This is an optimization exercise on Yosys and OpenROAD, whose aim is small area, a short achievable clock period and few clock cycles per item, not a production implementation. In this exercise RTL edits were held to simulation tests only and were not proved equivalent to the original. Power figures rest on the tool's default switching activity, not on a simulated workload.

$ cat flow/config.mk
export PLATFORM = sky130hd
export DESIGN_NAME = edf_packet_buffer_scheduler
export DESIGN_NICKNAME = edf_packet_buffer_scheduler
export VERILOG_FILES = /design/flow/design.v
export SDC_FILE = /design/flow/constraint.sdc
export NUM_CORES = 4
export LEC_CHECK = 0
export CAP_MARGIN = 20
export CORE_MARGIN = 2
export CORE_UTILIZATION = 45
export PLACE_DENSITY = 0.6
export SLEW_MARGIN = 20
$ cat flow/design.v
package edf_pkg;
   localparam int BUFFER_DEPTH = 64;
   localparam int IDX_W        = (BUFFER_DEPTH > 1) ? $clog2(BUFFER_DEPTH) : 1;
   localparam int CNT_W        = $clog2(BUFFER_DEPTH + 1);
   localparam int WORD_W       = 32;
   localparam logic OP_ARRIVAL = 1'b0;
   localparam logic OP_TICK    = 1'b1;
   localparam logic REG_CAPACITY = 1'b0;
   localparam logic [6:0] CAPACITY_RESET = 7'd4;
   typedef struct packed {
      logic load;
      logic append;
      logic drop_one;
      logic scan_start;
      logic vscan;
      logic replace;
      logic purge;
      logic purge_end;
      logic shift;
      logic shift_end;
      logic finish;
   } cmd_type;
   typedef struct packed {
      logic op_tick;
      logic cnt_zero;
      logic full;
      logic occ_zero;
      logic scan_done;
      logic any_left;
      logic rsp_free;
   } status_type;
endpackage
module edf_ram #(
   parameter int WIDTH = 32,
   parameter int DEPTH = 64
) (
   input  logic                                           clock,
   input  logic                                           we,
   input  logic [((DEPTH > 1) ? $clog2(DEPTH) : 1)-1:0]   waddr,
   input  logic [WIDTH-1:0]                               wdata,
   input  logic [((DEPTH > 1) ? $clog2(DEPTH) : 1)-1:0]   raddr,
   output logic [WIDTH-1:0]                               rdata
);
   logic [WIDTH-1:0] mem_ff [DEPTH];
   logic [WIDTH-1:0] rdata_ff;
   always_ff @(posedge clock) begin
      if (we) begin
         mem_ff[waddr] <= wdata;
      end
      rdata_ff <= mem_ff[raddr];
   end
   assign rdata = rdata_ff;
endmodule
module edf_ctrl (
   input  logic                 clock,
   input  logic                 reset,
   input  logic                 req_valid,
   output logic                 req_ready,
   input  edf_pkg::status_type  status,
   output edf_pkg::cmd_type     cmd
);
   typedef enum logic [8:0] {
      S_IDLE       = 9'b000000001,
      S_ARR        = 9'b000000010,
      S_VSCAN      = 9'b000000100,
      S_REPLACE    = 9'b000001000,
      S_PURGE_INIT = 9'b000010000,
      S_PURGE      = 9'b000100000,
      S_PURGE_END  = 9'b001000000,
      S_SHIFT      = 9'b010000000,
      S_DONE       = 9'b100000000
   } state_type;
   state_type state_ff, state_in;
   always_ff @(posedge clock) begin
      if (reset) begin
         state_ff <= S_IDLE;
      end else begin
         state_ff <= state_in;
      end
   end
   assign req_ready = (state_ff == S_IDLE);
   always_comb begin
      state_in = state_ff;
      cmd      = '0;
      case (state_ff)
         S_IDLE: begin
            if (req_valid) begin
               cmd.load = 1'b1;
               state_in = S_ARR;
            end
         end
         S_ARR: begin
            if (status.op_tick) begin
               state_in = S_PURGE_INIT;
            end else if (status.cnt_zero) begin
               state_in = S_DONE;
            end else if (!status.full) begin
               cmd.append = 1'b1;
            end else begin
               cmd.drop_one = 1'b1;
               if (!status.occ_zero) begin
                  cmd.scan_start = 1'b1;
                  state_in       = S_VSCAN;
               end
            end
         end
         S_VSCAN: begin
            cmd.vscan = 1'b1;
            if (status.scan_done) begin
               state_in = S_REPLACE;
            end
         end
         S_REPLACE: begin
            cmd.replace = 1'b1;
            state_in    = S_ARR;
         end
         S_PURGE_INIT: begin
            cmd.scan_start = 1'b1;
            state_in       = S_PURGE;
         end
         S_PURGE: begin
            cmd.purge = 1'b1;
            if (status.scan_done) begin
               state_in = S_PURGE_END;
            end
         end
         S_PURGE_END: begin
            cmd.purge_end = 1'b1;
            state_in      = status.any_left ? S_SHIFT : S_DONE;
         end
         S_SHIFT: begin
            cmd.shift = 1'b1;
            if (status.scan_done) begin
               cmd.shift_end = 1'b1;
               state_in      = S_DONE;
            end
         end
         S_DONE: begin
            if (status.rsp_free) begin
               cmd.finish = 1'b1;
               state_in   = S_IDLE;
            end
         end
         default: begin
            state_in = S_IDLE;
         end
      endcase
   end
endmodule
module edf_datapath (
   input  logic                       clock,
   input  logic                       reset,
   input  edf_pkg::cmd_type           cmd,
   output edf_pkg::status_type        status,
   input  logic [edf_pkg::CNT_W-1:0]  cap_eff,
   input  logic                       req_opcode,
   input  logic [7:0]                 req_packet_count,
   input  logic [15:0]                req_packet_slack,
   input  logic [15:0]                req_packet_value,
   output logic                       rsp_valid,
   input  logic                       rsp_ready,
   output logic                       rsp_sent,
   output logic [15:0]                rsp_sent_value,
   output logic                       rsp_was_empty,
   output logic [6:0]                 rsp_fill_level,
   output logic [31:0]                rsp_arrived_total,
   output logic [31:0]                rsp_dropped_total,
   output logic [31:0]                rsp_sent_total,
   output logic [47:0]                rsp_value_total
);
   function automatic logic [31:0] sat32(input logic [31:0] a, input logic [31:0] b);
      logic [32:0] s;
      s = {1'b0, a} + {1'b0, b};
      sat32 = s[32] ? 32'hFFFF_FFFF : s[31:0];
   endfunction
   function automatic logic [47:0] sat48(input logic [47:0] a, input logic [47:0] b);
      logic [48:0] s;
      s = {1'b0, a} + {1'b0, b};
      sat48 = s[48] ? 48'hFFFF_FFFF_FFFF : s[47:0];
   endfunction
   logic             op_ff;
   logic [7:0]       cnt_ff, cnt_in;
   logic [15:0]      slk_ff, val_ff;
   logic [edf_pkg::CNT_W-1:0] occ_ff, occ_in;
   logic [edf_pkg::CNT_W-1:0] rp_ff, rp_in;
   logic [edf_pkg::CNT_W-1:0] wp_ff, wp_in;
   logic [edf_pkg::CNT_W-1:0] n1_ff, n1_in;
   logic             pv_ff, pv_in;
   logic [edf_pkg::IDX_W-1:0] pidx_ff, pidx_in;
   logic             bfound_ff, bfound_in;
   logic [edf_pkg::IDX_W-1:0] best_ff, best_in;
   logic [15:0]      bslk_ff, bslk_in;
   logic [15:0]      bval_ff, bval_in;
   logic [31:0]      arr_ff, arr_in;
   logic [31:0]      drp_ff, drp_in;
   logic [31:0]      snt_ff, snt_in;
   logic [47:0]      vsum_ff, vsum_in;
   logic             rsent_ff, rsent_in;
   logic [15:0]      rval_ff, rval_in;
   logic             rempty_ff, rempty_in;
   logic             ov_ff, ov_in;
   logic             osent_ff;
   logic [15:0]      oval_ff;
   logic             oempty_ff;
   logic [6:0]       ofill_ff;
   logic [31:0]      oarr_ff, odrp_ff, osnt_ff;
   logic [47:0]      ovsum_ff;
   logic              we;
   logic [edf_pkg::IDX_W-1:0]  waddr;
   logic [edf_pkg::WORD_W-1:0] wdata;
   logic [edf_pkg::WORD_W-1:0] rdata;
   logic [15:0]       rd_slk, rd_val, dec_slk;
   logic              issue;
   logic [8:0]        cap_w;
   edf_ram #(.WIDTH(edf_pkg::WORD_W), .DEPTH(edf_pkg::BUFFER_DEPTH)) u_ram (
      .clock (clock),
      .we    (we),
      .waddr (waddr),
      .wdata (wdata),
      .raddr (rp_ff[edf_pkg::IDX_W-1:0]),
      .rdata (rdata)
   );
   assign rd_slk  = rdata[31:16];
   assign rd_val  = rdata[15:0];
   assign dec_slk = rd_slk - 16'd1;
   assign issue   = (rp_ff < occ_ff);
   assign cap_w   = 9'(cap_eff);
   assign status.op_tick   = op_ff;
   assign status.cnt_zero  = (cnt_ff == 8'd0);
   assign status.full      = (occ_ff >= cap_eff);
   assign status.occ_zero  = (occ_ff == '0);
   assign status.scan_done = !issue && !pv_ff;
   assign status.any_left  = (wp_ff != '0);
   assign status.rsp_free  = !ov_ff || rsp_ready;
   always_comb begin
      cnt_in    = cnt_ff;
      occ_in    = occ_ff;
      rp_in     = rp_ff;
      wp_in     = wp_ff;
      n1_in     = n1_ff;
      pv_in     = 1'b0;
      pidx_in   = rp_ff[edf_pkg::IDX_W-1:0];
      bfound_in = bfound_ff;
      best_in   = best_ff;
      bslk_in   = bslk_ff;
      bval_in   = bval_ff;
      arr_in    = arr_ff;
      drp_in    = drp_ff;
      snt_in    = snt_ff;
      vsum_in   = vsum_ff;
      rsent_in  = rsent_ff;
      rval_in   = rval_ff;
      rempty_in = rempty_ff;
      ov_in     = ov_ff;
      we        = 1'b0;
      waddr     = occ_ff[edf_pkg::IDX_W-1:0];
      wdata     = {slk_ff, val_ff};
      if (ov_ff && rsp_ready) begin
         ov_in = 1'b0;
      end
      if (cmd.load) begin
         rsent_in  = 1'b0;
         rval_in   = 16'd0;
         rempty_in = 1'b0;
         cnt_in    = 8'd0;
         if (req_opcode == edf_pkg::OP_ARRIVAL) begin
            arr_in = sat32(arr_ff, 32'(req_packet_count));
            if (9'(req_packet_count) > cap_w) begin
               drp_in = sat32(drp_ff, 32'(9'(req_packet_count) - cap_w));
               cnt_in = cap_w[7:0];
            end else begin
               cnt_in = req_packet_count;
            end
         end
      end
      if (cmd.append) begin
         we     = 1'b1;
         occ_in = occ_ff + 1'b1;
         cnt_in = cnt_ff - 8'd1;
      end
      if (cmd.drop_one) begin
         drp_in = sat32(drp_ff, 32'd1);
         cnt_in = cnt_ff - 8'd1;
      end
      if (cmd.scan_start) begin
         rp_in     = '0;
         wp_in     = '0;
         n1_in     = '0;
         bfound_in = 1'b0;
      end
      if (cmd.vscan || cmd.purge || cmd.shift) begin
         if (issue) begin
            pv_in = 1'b1;
            rp_in = rp_ff + 1'b1;
         end
      end
      if (cmd.vscan && pv_ff) begin
         if (!bfound_ff || rd_slk <= bslk_ff) begin
            bfound_in = 1'b1;
            best_in   = pidx_ff;
            bslk_in   = rd_slk;
         end
      end
      if (cmd.replace && bslk_ff < slk_ff) begin
         we    = 1'b1;
         waddr = best_ff;
      end
      if (cmd.purge && pv_ff) begin
         if (rd_slk != 16'd0) begin
            n1_in = n1_ff + 1'b1;
         end
         if (rd_slk == 16'd0 || rd_slk == 16'd1) begin
            drp_in = sat32(drp_ff, 32'd1);
         end else begin
            we    = 1'b1;
            waddr = wp_ff[edf_pkg::IDX_W-1:0];
            wdata = {dec_slk, rd_val};
            wp_in = wp_ff + 1'b1;
            if (!bfound_ff || dec_slk < bslk_ff) begin
               bfound_in = 1'b1;
               best_in   = wp_ff[edf_pkg::IDX_W-1:0];
               bslk_in   = dec_slk;
               bval_in   = rd_val;
            end
         end
      end
      if (cmd.purge_end) begin
         occ_in    = wp_ff;
         rempty_in = (n1_ff == '0);
         rp_in     = edf_pkg::CNT_W'(best_ff) + 1'b1;
         if (wp_ff != '0) begin
            rsent_in = 1'b1;
            rval_in  = bval_ff;
            vsum_in  = sat48(vsum_ff, 48'(bval_ff));
            snt_in   = sat32(snt_ff, 32'd1);
         end
      end
      if (cmd.shift && pv_ff) begin
         we    = 1'b1;
         waddr = pidx_ff - 1'b1;
         wdata = rdata;
      end
      if (cmd.shift_end) begin
         occ_in = occ_ff - 1'b1;
      end
      if (cmd.finish) begin
         ov_in = 1'b1;
      end
   end
   always_ff @(posedge clock) begin
      if (reset) begin
         occ_ff <= '0;
         arr_ff <= '0;
         drp_ff <= '0;
         snt_ff <= '0;
         vsum_ff <= '0;
         ov_ff  <= 1'b0;
         pv_ff  <= 1'b0;
         op_ff  <= 1'b0;
         cnt_ff <= '0;
      end else begin
         occ_ff  <= occ_in;
         arr_ff  <= arr_in;
         drp_ff  <= drp_in;
         snt_ff  <= snt_in;
         vsum_ff <= vsum_in;
         ov_ff   <= ov_in;
         pv_ff   <= pv_in;
         cnt_ff  <= cnt_in;
         if (cmd.load) begin
            op_ff <= req_opcode;
         end
      end
   end
   always_ff @(posedge clock) begin
      if (cmd.load) begin
         slk_ff <= req_packet_slack;
         val_ff <= req_packet_value;
      end
      rp_ff     <= rp_in;
      wp_ff     <= wp_in;
      n1_ff     <= n1_in;
      pidx_ff   <= pidx_in;
      bfound_ff <= bfound_in;
      best_ff   <= best_in;
      bslk_ff   <= bslk_in;
      bval_ff   <= bval_in;
      rsent_ff  <= rsent_in;
      rval_ff   <= rval_in;
      rempty_ff <= rempty_in;
      if (cmd.finish) begin
         osent_ff  <= rsent_ff;
         oval_ff   <= rval_ff;
         oempty_ff <= rempty_ff;
         ofill_ff  <= 7'(occ_ff);
         oarr_ff   <= arr_ff;
         odrp_ff   <= drp_ff;
         osnt_ff   <= snt_ff;
         ovsum_ff  <= vsum_ff;
      end
   end
   assign rsp_valid         = ov_ff;
   assign rsp_sent          = osent_ff;
   assign rsp_sent_value    = oval_ff;
   assign rsp_was_empty     = oempty_ff;
   assign rsp_fill_level    = ofill_ff;
   assign rsp_arrived_total = oarr_ff;
   assign rsp_dropped_total = odrp_ff;
   assign rsp_sent_total    = osnt_ff;
   assign rsp_value_total   = ovsum_ff;
endmodule
module edf_packet_buffer_scheduler (
   input  logic         clock,
   input  logic         reset,
   input  logic         req_valid,
   output logic         req_ready,
   input  logic         req_opcode,
   input  logic [7:0]   req_packet_count,
   input  logic [15:0]  req_packet_slack,
   input  logic [15:0]  req_packet_value,
   output logic         rsp_valid,
   input  logic         rsp_ready,
   output logic         rsp_sent,
   output logic [15:0]  rsp_sent_value,
   output logic         rsp_was_empty,
   output logic [6:0]   rsp_fill_level,
   output logic [31:0]  rsp_arrived_total,
   output logic [31:0]  rsp_dropped_total,
   output logic [31:0]  rsp_sent_total,
   output logic [47:0]  rsp_value_total,
   input  logic         psel,
   input  logic         penable,
   input  logic         pwrite,
   input  logic [2:0]   paddr,
   input  logic [31:0]  pwdata,
   output logic [31:0]  prdata,
   output logic         pready
);
   logic [6:0]       cap_ff;
   logic [edf_pkg::CNT_W-1:0] cap_eff;
   edf_pkg::cmd_type cmd;
   edf_pkg::status_type status;
   assign pready = 1'b1;
   always_ff @(posedge clock) begin
      if (reset) begin
         cap_ff <= edf_pkg::CAPACITY_RESET;
      end else if (psel && penable && pwrite && paddr[2] == edf_pkg::REG_CAPACITY) begin
         cap_ff <= pwdata[6:0];
      end
   end
   assign prdata  = (paddr[2] == edf_pkg::REG_CAPACITY) ? {25'd0, cap_ff} : 32'd0;
   assign cap_eff = (32'(cap_ff) > edf_pkg::BUFFER_DEPTH) ? edf_pkg::CNT_W'(edf_pkg::BUFFER_DEPTH) : edf_pkg::CNT_W'(cap_ff);
   edf_ctrl u_ctrl (
      .clock     (clock),
      .reset     (reset),
      .req_valid (req_valid),
      .req_ready (req_ready),
      .status    (status),
      .cmd       (cmd)
   );
   edf_datapath u_dp (
      .clock             (clock),
      .reset             (reset),
      .cmd               (cmd),
      .status            (status),
      .cap_eff           (cap_eff),
      .req_opcode        (req_opcode),
      .req_packet_count  (req_packet_count),
      .req_packet_slack  (req_packet_slack),
      .req_packet_value  (req_packet_value),
      .rsp_valid         (rsp_valid),
      .rsp_ready         (rsp_ready),
      .rsp_sent          (rsp_sent),
      .rsp_sent_value    (rsp_sent_value),
      .rsp_was_empty     (rsp_was_empty),
      .rsp_fill_level    (rsp_fill_level),
      .rsp_arrived_total (rsp_arrived_total),
      .rsp_dropped_total (rsp_dropped_total),
      .rsp_sent_total    (rsp_sent_total),
      .rsp_value_total   (rsp_value_total)
   );
endmodule
$ cat flow/constraint.sdc
create_clock -name core_clock -period 10.0 [get_ports {clock}]
set_input_delay 2.0000 -clock core_clock [delete_from_list [all_inputs] [get_ports {clock}]]
set_output_delay 2.0000 -clock core_clock [all_outputs]
set_load 0.01 [all_outputs]
$ cat flow/run.sh
#!/bin/bash
# synth_recipe.tcl (not shown) runs the flow's synth.tcl, then flattens the netlist and writes it again
# the make line also repeats each setting of config.mk as NAME=value (left out here)
make -C /OpenROAD-flow-scripts/flow DESIGN_CONFIG=/design/flow/config.mk WORK_HOME=/design/flow/orfs CLKGATE_MAP_FILE= SYNTH_SCRIPT=/design/flow/synth_recipe.tcl finish
==> flow_metrics.env <==
export IMPL_clk_path_buf_depth=4
export IMPL_final_common_cell="edfxtp_1"
export IMPL_postCtsSetupBuffers=0
export IMPL_ys_async_sr_fraction_pct=0
export IMPL_grt_overflow=0
export IMPL_rows=174
export IMPL_vias=53413
export IMPL_worstMarginPinSlew_ns=1.18
export IMPL_io_buffers=233
export IMPL_worstHoldStart="u_dp.rval_ff[6]$_DFF_P_"
export IMPL_drc_errors=0
export IMPL_setup_violations_final=0
export IMPL_pwr_share_comb_pct=5.2
export IMPL_dp_slack_ns=2.10
export IMPL_worst_ep_required_time_ns=10.75
export IMPL_dpl_cell_area_um2=109000
export IMPL_rsz0062_at_grt="false"
export IMPL_finalSetupTns_ns=0
export IMPL_grt_pass1_wl_um=363000
export IMPL_power_switching_uw=4920
export IMPL_drtPass1Iterations=6
export IMPL_post_cts_resized=0
export IMPL_io_pins=287
export IMPL_worstPathMaxFanout=14
export IMPL_grt_pass1_vias=53232
export IMPL_holdPathStages=0
export IMPL_grt_max_degree=146
export IMPL_crit_path_start_kind="primary input"
export IMPL_fillCellCount=17699
export IMPL_p_sw_share_pct=21.3
export IMPL_drive_above_1_share_pct=21.7
export IMPL_stdcell_count=9067
export IMPL_die_area_um2=231000
export IMPL_antenna_found_initial=12
export IMPL_dpl_hpwl_um=145000
export IMPL_insertion_delay_ns=0.93
export IMPL_p_leak_uw=0.0369
export IMPL_startpoint="req_packet_count[0]"
export IMPL_r2r_cells=12
export IMPL_yosysWarnings=4
export IMPL_gp_congestion=0.864
export IMPL_fin_area_um2=118000
export IMPL_nets=6108
export IMPL_synthCells=5464
export IMPL_cts_buffers=283
export IMPL_htree_levels=5
export IMPL_start_util_pct=45.3
export IMPL_path_class="primary input to flop"
export IMPL_seq_area_frac_synth_pct=72.0
export IMPL_path_clk_slew_ns=0.06
export IMPL_finClkSkew_ns=0.0544
export IMPL_max_freq_mhz=148
export IMPL_drv_cap=0
export IMPL_area_growth_pct=15.3
export IMPL_clock_power_share_pct=42.8
export IMPL_finalMaxSlewViolations=0
export IMPL_p_seq_share_pct=52.0
export IMPL_cts_tree="built"
export IMPL_avgSynthCellArea_um2=18.7
export IMPL_die_y_um=480
export IMPL_viasPerCell=5.89
export IMPL_layout_common_cells="2,266 x edfxtp_1, 672 x mux4_2, 290 x clkbuf_16"
export IMPL_drtIter0Drc=5133
export IMPL_clock_sinks=2543
export IMPL_powerDensity_nw_per_um2=196
export IMPL_status="complete, no violations"
export IMPL_ys_flop_type="edfxtp_1"
export IMPL_min_path_type="flop to flop"
export IMPL_reg2reg_from="u_dp.occ_ff[0]$_SDFFE_PP0P_"
export IMPL_grtUsageTotal_pct=21.4
export IMPL_routedWlPerCell_um=27.3
export IMPL_dp_cells=8587
export IMPL_p_int_uw=18200
export IMPL_cp_arrival_ns=7.51
export IMPL_cts_hold_buffers=0
export IMPL_ant_nets=0
export IMPL_ir_drop_mv=0.156
export IMPL_maxSlewHeadroom_pct=21.6
export IMPL_post_route_period_util_pct=67.5
export IMPL_clockRootBuffer="clkbuf_16"
export IMPL_wl_um=248000
export IMPL_cp_end_kind="flop"
export IMPL_die_w_um=480
export IMPL_fin_util_pct=52.3
export IMPL_synth_distinct_cells=87
export IMPL_ys_seq_elements=2543
export IMPL_synth_edf_count=2266
export IMPL_coreArea_um2=225000
export IMPL_layout_min_cycle_time_ns=6.75
export IMPL_final_hold_viol_count=0
export IMPL_netlist_area_um2=102000
export IMPL_worst_slack_ns=3.25
-- per-layer routing --
layer / GRT usage [%] / routed length [um] / vias to the layer above
met5: 0 / 29 / -
met3: 3.88 / 16500 / 312
met1: 30.8 / 108000 / 28271
met2: 34.2 / 119000 / 1765
li1: - / - / 23059
met4: 4.53 / 4250 / 6
-- registers in the layout, summed over array words and instances (netlist names), 32 cells and up --
register and flops:
u_dp.drp_ff 32, u_dp.odrp_ff 32, u_dp.snt_ff 32, u_dp.u_ram.rdata_ff 32
u_dp.osnt_ff 32, u_dp.ovsum_ff 48, u_dp.vsum_ff 48, u_dp.u_ram.mem_ff 2048
u_dp.oarr_ff 32, u_dp.arr_ff 32
-- through the flow --
stage          hold WS, ns  power (uW)
6_report             0.430       23100
5_1_grt              0.442       23900
4_1_cts              0.430       23300
3_5_place_dp         0.415       13400
3_3_place_gp         0.414       13400
2_1_floorplan        0.354       13000
-- power groups by stage --
stage               clock network [uW]  logic (uW)  registers (uW)
floorplan                            0         775           12200
global placement                     0        1160           12200
detailed placement                   0        1200           12200
CTS                              10100        1200           12000
global route                     10500        1320           12000
finish                            9880        1200           12000
-- Yosys cell counts, types with 6 or more instances --
cell	n	area share [%]
buf_2	8	0.039
nor3b_1	10	0.073
o22ai_1	19	0.12
and4_1	13	0.11
o211ai_1	12	0.088
nand4_1	37	0.23
o31ai_1	10	0.073
nand2b_1	17	0.10
dfxtp_1	277	5.4
a21oi_1	178	0.87
buf_1	51	0.19
a21o_1	34	0.25
a311oi_1	9	0.077
ha_1	141	1.7
and3_1	50	0.31
a211oi_1	52	0.38
a221oi_1	16	0.14
or3_1	15	0.092
nor4_1	18	0.11
mux4_2	672	15
or4_1	6	0.044
and2_1	9	0.055
nor2_1	221	0.81
a22oi_1	12	0.088
nand3_1	112	0.55
xnor2_1	87	0.75
a31oi_1	36	0.22
nor3_1	91	0.45
buf_4	26	0.19
o21a_1	23	0.17
xor2_1	59	0.51
o21ai_0	149	0.73
o21bai_1	9	0.066
nor2b_1	36	0.22
nand3b_1	9	0.066
edfxtp_1	2266	67
nand2_1	237	0.87
mux2i_1	39	0.38
inv_1	107	0.39
clkbuf_1	192	0.71
-- worst max-delay path: stages --
cell,delay [ns]
clkdlybuf4s50_1,0.48
inv_1,0.12
ha_1,0.14
inv_1,0.05
fa_1,0.42
a21o_1,0.17
a21oi_1,0.22
o21bai_1,0.09
a21oi_1,0.21
nor2b_1,0.10
nor3_4,0.58
ha_1,0.42
a21oi_1,0.25
a21oi_1,0.11
a211oi_1,0.40
o21ai_0,0.39
and3_1,0.32
o41ai_1,0.53
o21ai_0,0.20
xnor2_1,0.19
a21oi_1,0.09
-- final cells by class --
| class | instances | area, um^2 | area share, % |
|---|---|---|---|
| sequential | 2543 | 73600 | 62.5 |
| multi-input combinational | 2559 | 27800 | 23.6 |
| clock buffer | 363 | 7640 | 6.49 |
| tap | 2992 | 3740 | 3.18 |
| timing repair buffer | 384 | 3540 | 3.01 |
| clock inverter | 114 | 1050 | 0.891 |
| inverter | 109 | 409 | 0.347 |
| antenna | 3 | 7.51 | 0.00637 |
-- kinds of logic (layout without fill, tap and decap cells) --
family	Yosys count	in the layout	share of synthesized area, %
and+or+nand+nor	915	915	4.41
other	2	29	0.00735
adders and majority gates	145	145	1.81
muxes	712	712	15.2
xor gates and xnor gates	146	146	1.25
buffers and inverters	386	970	1.52
AOI/OAI and AO/OA	615	615	3.77
DFF	2543	2543	72.0
-- path summary, 6_finish.rpt --
path / end / slack, ns
setup / recovery: u_dp.drp_ff[31]$_SDFF_PP0_ / 3.25
hold / removal: u_dp.oval_ff[6]$_DFFE_PP_ / 0.43
setup reg to reg: u_dp.u_ram.mem_ff[50][13]$_DFFE_PP_ / 3.92
hold reg to reg: u_dp.oval_ff[6]$_DFFE_PP_ / 0.43
Testbench counts, summed over its fixed seeds: cycles 325,940, items 3,200.

## what the ideal ports hide
The flow's constraints put no driver on any port. The routed layout listed below was extracted and timed again, unchanged, in two steps.
Step 1 sets driving cells, clkbuf_16 on the clock port and buf_2 on the other inputs (assumed; they add their load-dependent delay and slew).
Step 2 moves the port delays by t, midway between the first and last clock arrival at a register: inputs arrive t later, outputs are due t later. That takes back most of the time a late clock gives input paths.
Three values: ideal, step 1, step 2; two values: the first two.
t (ns): 0.995
setup slack, ns: 3.246 / 3.307 / 2.311
worst setup path at the end: input to register
After both steps setup and hold are still met in this run. The setup slack of this run moves by +0.061 ns with the drivers and by -0.935 ns with both steps.
